What follows belongs to an exercise in optimizing a design on an open flow for small area, a short achievable clock period and few clock cycles; a production flow would make more cautious choices.
RTL that was checked went through simulation tests only; none was proved equivalent to the original.
Power figures rest on the tool's default switching activity, not on a simulated workload.

Setup of job 3630:
// online_shop
module online_shop
(
	input  logic         clk,
	input  logic         inf,
	input  logic [15:0]  data_in,
	input  logic         id_valid,
	input  logic         act_valid,
	input  logic         item_valid,
	input  logic         num_valid,
	input  logic         amnt_valid,
	input  logic         c_out_valid,
	input  logic [63:0]  c_data_r,
	output logic         c_in_valid,
	output logic         c_r_wb,
	output logic [7:0]   c_addr,
	output logic [63:0]  c_data_w,
	output logic         out_valid,
	output logic [3:0]   err_msg,
	output logic         complete,
	output logic [31:0]  out_info
);
Settings: LEC_CHECK=0, CAP_MARGIN=20, CORE_MARGIN=2, CORE_UTILIZATION=50, CTS_CLUSTER_DIAMETER=100, CTS_CLUSTER_SIZE=20, SLEW_MARGIN=20; clock period 9.0 ns.
standard.sh (not shown) runs the stock make flow with config.mk's settings and CLKGATE_MAP_FILE= SYNTH_SCRIPT=/design/flow/synth_recipe.tcl, a recipe that flattens the netlist after the stock synthesis.
==> flow/flow/run.sh <==
#!/bin/bash
# Own flow: the standard layout (standard.sh, unchanged synthesis and steps) with two
# extra ORFS settings passed on make's command line:
#  - port buffers are buf_1 cells instead of the default delay-buffer cells;
set -euo pipefail
cd "$(dirname "$0")/.."
bash standard.sh \
  "BUFFER_PORTS_ARGS=-buffer_cell sky130_fd_sc_hd__buf_1" \
  SETUP_SLACK_MARGIN=6.0 \
  finish > flow_make.log 2>&1
Testbench counts of job 3630, summed over its fixed seeds: cycles 28,975.
Relative to job 3630, the following input files were edited for job 7605:
- CTS_CLUSTER_SIZE now 25, was 20
diff --git a/flow/flow/run.sh b/flow/flow/run.sh
--- a/flow/flow/run.sh
+++ b/flow/flow/run.sh
@@ -7,4 +7,4 @@
 bash standard.sh \
   "BUFFER_PORTS_ARGS=-buffer_cell sky130_fd_sc_hd__buf_1" \
-  SETUP_SLACK_MARGIN=6.0 \
+  SETUP_SLACK_MARGIN=5.8 \
   finish > flow_make.log 2>&1
Notes after the runs:
- Placement-stage cell area in job 7605 vs job 3630: down about 0.4%
- The clock latency on the worst-skew pair on job 7605 is in line with that on job 3630.
- Compared with job 3630, weighted congestion reported at the end of routability-driven placement in job 7605 decreased by a few percent.
- Area: job 7605 vs job 3630 -> job 7605 smaller
- Re power share of the combinational group: job 7605 is 3.0 points down on job 3630.
- Job 7605 against job 3630: synthesized instance count flat; non-clock buffering overhead in the final layout down 2.7 points.

* * *

== build 4 ==
Another version of the RTL of online_shop (not shown whole).
Size: roughly 1,400 cells after synthesis, about 240 flip-flops, about 200 I/O pins, about 14,000 sq um of cells after synthesis.
clock: 9.0 ns
lec_check: 0
cap_margin: 20
core_margin: 2
core_utilization: 50
slew_margin: 20
==> flow/flow/run.sh <==
#!/bin/bash
# Own flow: the standard layout (standard.sh, unchanged synthesis and steps) with two
# extra ORFS settings passed on make's command line:
#  - port buffers are buf_1 cells instead of the default delay-buffer cells;
set -euo pipefail
cd "$(dirname "$0")/.."
bash standard.sh \
  "BUFFER_PORTS_ARGS=-buffer_cell sky130_fd_sc_hd__buf_1" \
  SETUP_SLACK_MARGIN=5.8 \
  finish > flow_make.log 2>&1
Build 4 closes out successfully: all stages finished, all timing, DRC and antenna checks passed.
Testbench counts of build 4, summed over its fixed seeds: cycles 28,975.
[inputs] build 95 vs build 4
diff --git a/flow/config.mk b/flow/config.mk
--- a/flow/config.mk
+++ b/flow/config.mk
@@ -9,3 +9,5 @@
 export CORE_MARGIN = 2
-export CORE_UTILIZATION = 50
+export CORE_UTILIZATION = 65
+export CTS_CLUSTER_DIAMETER = 100
+export CTS_CLUSTER_SIZE = 20
 export SLEW_MARGIN = 20
### Flow results
- Build 95 vs build 4 on non-clock buffer count in the final layout: build 95 is the higher one.
- Lower global-route usage was reported by build 4, not build 95.
- Cmp build 95 and build 4 / setup slack on the worst flop-to-flop path / higher: build 95
- Looking at cell area after layout, build 95 sits below build 4.
- Build 95 vs. build 4: maximum clock rate closely matched the old numbers, worst slack after detailed placement increased by 0.040 ns relative to the old numbers.
- Per the comparison of build 95 with build 4, wire length per cell went up 0.18 um, y dimension of the die went down 12%, row count went down about 12%, clock skew went up 0.0088 ns, first-pass GRT wire length went down 4.9%.
Changes in build 97 relative to build 95:
diff --git a/flow/flow/run.sh b/flow/flow/run.sh
--- a/flow/flow/run.sh
+++ b/flow/flow/run.sh
@@ -8,3 +8,3 @@
   "BUFFER_PORTS_ARGS=-buffer_cell sky130_fd_sc_hd__buf_1" \
-  SETUP_SLACK_MARGIN=5.8 \
+  SETUP_SLACK_MARGIN=5.6 \
   finish > flow_make.log 2>&1
diff --git a/flow/config.mk b/flow/config.mk
--- a/flow/config.mk
+++ b/flow/config.mk
@@ -9,5 +9,5 @@
 export CORE_MARGIN = 2
-export CORE_UTILIZATION = 65
+export CORE_UTILIZATION = 50
 export CTS_CLUSTER_DIAMETER = 100
-export CTS_CLUSTER_SIZE = 20
+export CTS_CLUSTER_SIZE = 30
 export SLEW_MARGIN = 20
==> comparison <==
Sort build 97 and build 95 by design area, ascending, and build 97 comes first.
Re number of clock buffers inserted by TritonCTS: build 97 and build 95 aren't equal, and the higher value belongs to build 95.
Delta(cell count after placement, build 97 - build 95) > 0
In the tables for build 97 and build 95, maximum clock frequency reads higher with build 95.
Build 95 → build 97: internal power of the cells lower; mean routed wirelength per cell lower; ratio of routed vias to standard cells lower; overall power of the completed layout lower.
#### Input delta (build 76 over build 97)
diff --git a/flow/config.mk b/flow/config.mk
--- a/flow/config.mk
+++ b/flow/config.mk
@@ -11,3 +11,3 @@
 export CTS_CLUSTER_DIAMETER = 100
-export CTS_CLUSTER_SIZE = 30
+export CTS_CLUSTER_SIZE = 20
 export SLEW_MARGIN = 20
## What came out
Build 97 → build 76: utilization saw little to no change; headroom to the max-slew limit went down 1.7 points.
Every stage of the flow completed for build 76, and the final layout passed the timing, DRC and antenna checks.
Cell with the largest stage delay on the worst path: sky130_fd_sc_hd__edfxtp_1 -> build 76, sky130_fd_sc_hd__or4_1 -> build 97
Sort build 97 and build 76 by critical path depth desc -> top: build 76
Delta (build 76 minus build 97): layout clock buffer count saw an increase; fmax saw a decrease; global-route usage saw little to no change.
Against build 97, build 76 reports a buffering stage count on the worst path with inverters included that is lower.
Between build 97 and build 76, the difference in layout-stage area growth over the synthesis result is negligible.
Of build 76 and build 97, it is build 76 that has the lower register-to-register slack.
Setup changes, build 76 to build 16
diff --git a/flow/flow/run.sh b/flow/flow/run.sh
--- a/flow/flow/run.sh
+++ b/flow/flow/run.sh
@@ -8,3 +8,3 @@
   "BUFFER_PORTS_ARGS=-buffer_cell sky130_fd_sc_hd__buf_1" \
-  SETUP_SLACK_MARGIN=5.6 \
+  SETUP_SLACK_MARGIN=5.8 \
   finish > flow_make.log 2>&1
diff --git a/flow/config.mk b/flow/config.mk
--- a/flow/config.mk
+++ b/flow/config.mk
@@ -11,3 +11,3 @@
 export CTS_CLUSTER_DIAMETER = 100
-export CTS_CLUSTER_SIZE = 20
+export CTS_CLUSTER_SIZE = 30
 export SLEW_MARGIN = 20
[summary]
Looking at clock buffer count, build 16 sits below build 76.
Utilization of the core after routing: build 16 > build 76
Summary of the comparison: setup slack is higher in build 16, relative to build 76.
Build 16 ends up with a aggregate routed wire length that is about 1.4% higher than in build 76.
Looking at cell with the largest stage delay on the worst path, the sky130_fd_sc_hd__or4_1 result is from build 16; the sky130_fd_sc_hd__edfxtp_1 one comes from build 76.
Power density relative to cell area delta for build 16 relative to build 76: about 2.2% higher
Input-level comparison between build 11 and build 16:
diff --git a/flow/config.mk b/flow/config.mk
--- a/flow/config.mk
+++ b/flow/config.mk
@@ -11,3 +11,3 @@
 export CTS_CLUSTER_DIAMETER = 100
-export CTS_CLUSTER_SIZE = 30
+export CTS_CLUSTER_SIZE = 20
 export SLEW_MARGIN = 20
==> summary.txt <==
Going from build 16 to build 11, via density per instance shrinks by about 0.8%.
Build 11 against build 16; number of ordinary and repair buffers in the finished layout is up slightly.
Diff build 16 -> build 11 | total area of multi-input combinational cells | down slightly
Compared to build 16, build 11 has clock input transition at the sequential cells of the worst setup and hold paths 0.03 ns lower.
The clock-buffer cell count of build 11 exceeds that of build 16 by 9.
Post-route fraction of the period consumed by the critical path: build 16 vs build 11, no meaningful difference
Between build 16 and build 11, the achievable clock frequency does not differ in any meaningful way.
Looking at build 16 and build 11, the final instance area is a wash.

* * *

Another version of the RTL of online_shop (not shown whole).
For scale: roughly 1300 cells after synthesis, roughly 13000 µm² of cells after synthesis.
==> flow/config.mk <==
export PLATFORM = sky130hd
export DESIGN_NAME = online_shop
export DESIGN_NICKNAME = online_shop
export VERILOG_FILES = /design/flow/design.v
export SDC_FILE = /design/flow/constraint.sdc
export NUM_CORES = 4
export LEC_CHECK = 0
export CAP_MARGIN = 20
export CORE_MARGIN = 2
export CORE_UTILIZATION = 40
export SLEW_MARGIN = 20
==> flow/constraint.sdc <==
create_clock -name core_clock -period 9.0 [get_ports {clk}]
set_input_delay 1.8000 -clock core_clock [delete_from_list [all_inputs] [get_ports {clk}]]
set_output_delay 1.8000 -clock core_clock [all_outputs]
set_load 0.01 [all_outputs]
==> flow/flow/run.sh <==
#!/bin/bash
# Own flow: the standard layout (standard.sh, unchanged synthesis and steps) with two
# extra ORFS settings passed on make's command line:
#  - port buffers are buf_1 cells instead of the default delay-buffer cells;
set -euo pipefail
cd "$(dirname "$0")/.."
bash standard.sh \
  "BUFFER_PORTS_ARGS=-buffer_cell sky130_fd_sc_hd__buf_1" \
  SETUP_SLACK_MARGIN=5.8 \
  finish > flow_make.log 2>&1
Rerun with:
==> flow/flow/run.sh (replaced) <==
#!/bin/bash
# Own flow: the standard layout (standard.sh, unchanged synthesis and steps) with two
# extra ORFS settings passed on make's command line:
#  - port buffers are buf_2 cells instead of the default delay-buffer cells;
set -euo pipefail
cd "$(dirname "$0")/.."
bash standard.sh \
  "BUFFER_PORTS_ARGS=-buffer_cell sky130_fd_sc_hd__buf_2" \
  SETUP_SLACK_MARGIN=5.8 \
  finish > flow_make.log 2>&1
The changed run went through all stages and came out clean.
Die area does not change.
Total power is higher by 1.7%.
Worst setup slack got worse by 30 ps.
Synthesized area stays the same.
No functional check of the RTL was part of any run of this note.

what the ideal ports hide:
The flow's constraints put no driver on any port. The routed layouts listed below were extracted and timed again, unchanged, in two steps. Step 1 (the two cells are an assumption about what drives the block):
set clk [get_ports {clk}]
set_driving_cell -lib_cell sky130_fd_sc_hd__clkbuf_16 $clk
set_driving_cell -lib_cell sky130_fd_sc_hd__buf_2 [delete_from_list [all_inputs] $clk]
Step 2, shift: input delay + t, output delay - t, t = (earliest + latest rising clock arrival at the registers) / 2. This alone moves slack from input paths to output paths. Slacks: ideal ports / drivers / drivers and shift; pairs: ideal ports / drivers.
run | shift t [ns] | setup WS [ns] | worst hold slack (ns)
job 3630 | 0.548 | 5.834 / 5.785 / 5.305 | 0.448 / 0.448 / 0.448
job 7605 | 0.538 | 5.812 / 5.803 / 5.294 | 0.449 / 0.449 / 0.449
build 4 | 0.571 | 5.667 / 5.676 / 5.114 | 0.445 / 0.445 / 0.445
build 95 | 0.535 | 5.674 / 5.641 / 5.148 | 0.445 / 0.445 / 0.445
build 97 | 0.537 | 5.595 / 5.608 / 5.071 | 0.462 / 0.462 / 0.462
build 76 | 0.534 | 5.557 / 5.557 / 5.076 | 0.461 / 0.461 / 0.461
build 16 | 0.534 | 5.662 / 5.665 / 5.144 | 0.452 / 0.452 / 0.452
build 11 | 0.537 | 5.660 / 5.679 / 5.142 | 0.449 / 0.449 / 0.449
the first run of note 3 | 0.595 | 5.623 / 5.623 / 5.129 | 0.422 / 0.422 / 0.422
the second run of note 3 | 0.605 | 5.593 / 5.593 / 5.143 | 0.422 / 0.422 / 0.422
After both steps every run listed still meets setup and hold. The setup slack of build 4, which loses most, moves by +0.009 ns with the drivers and by -0.553 ns with both steps.
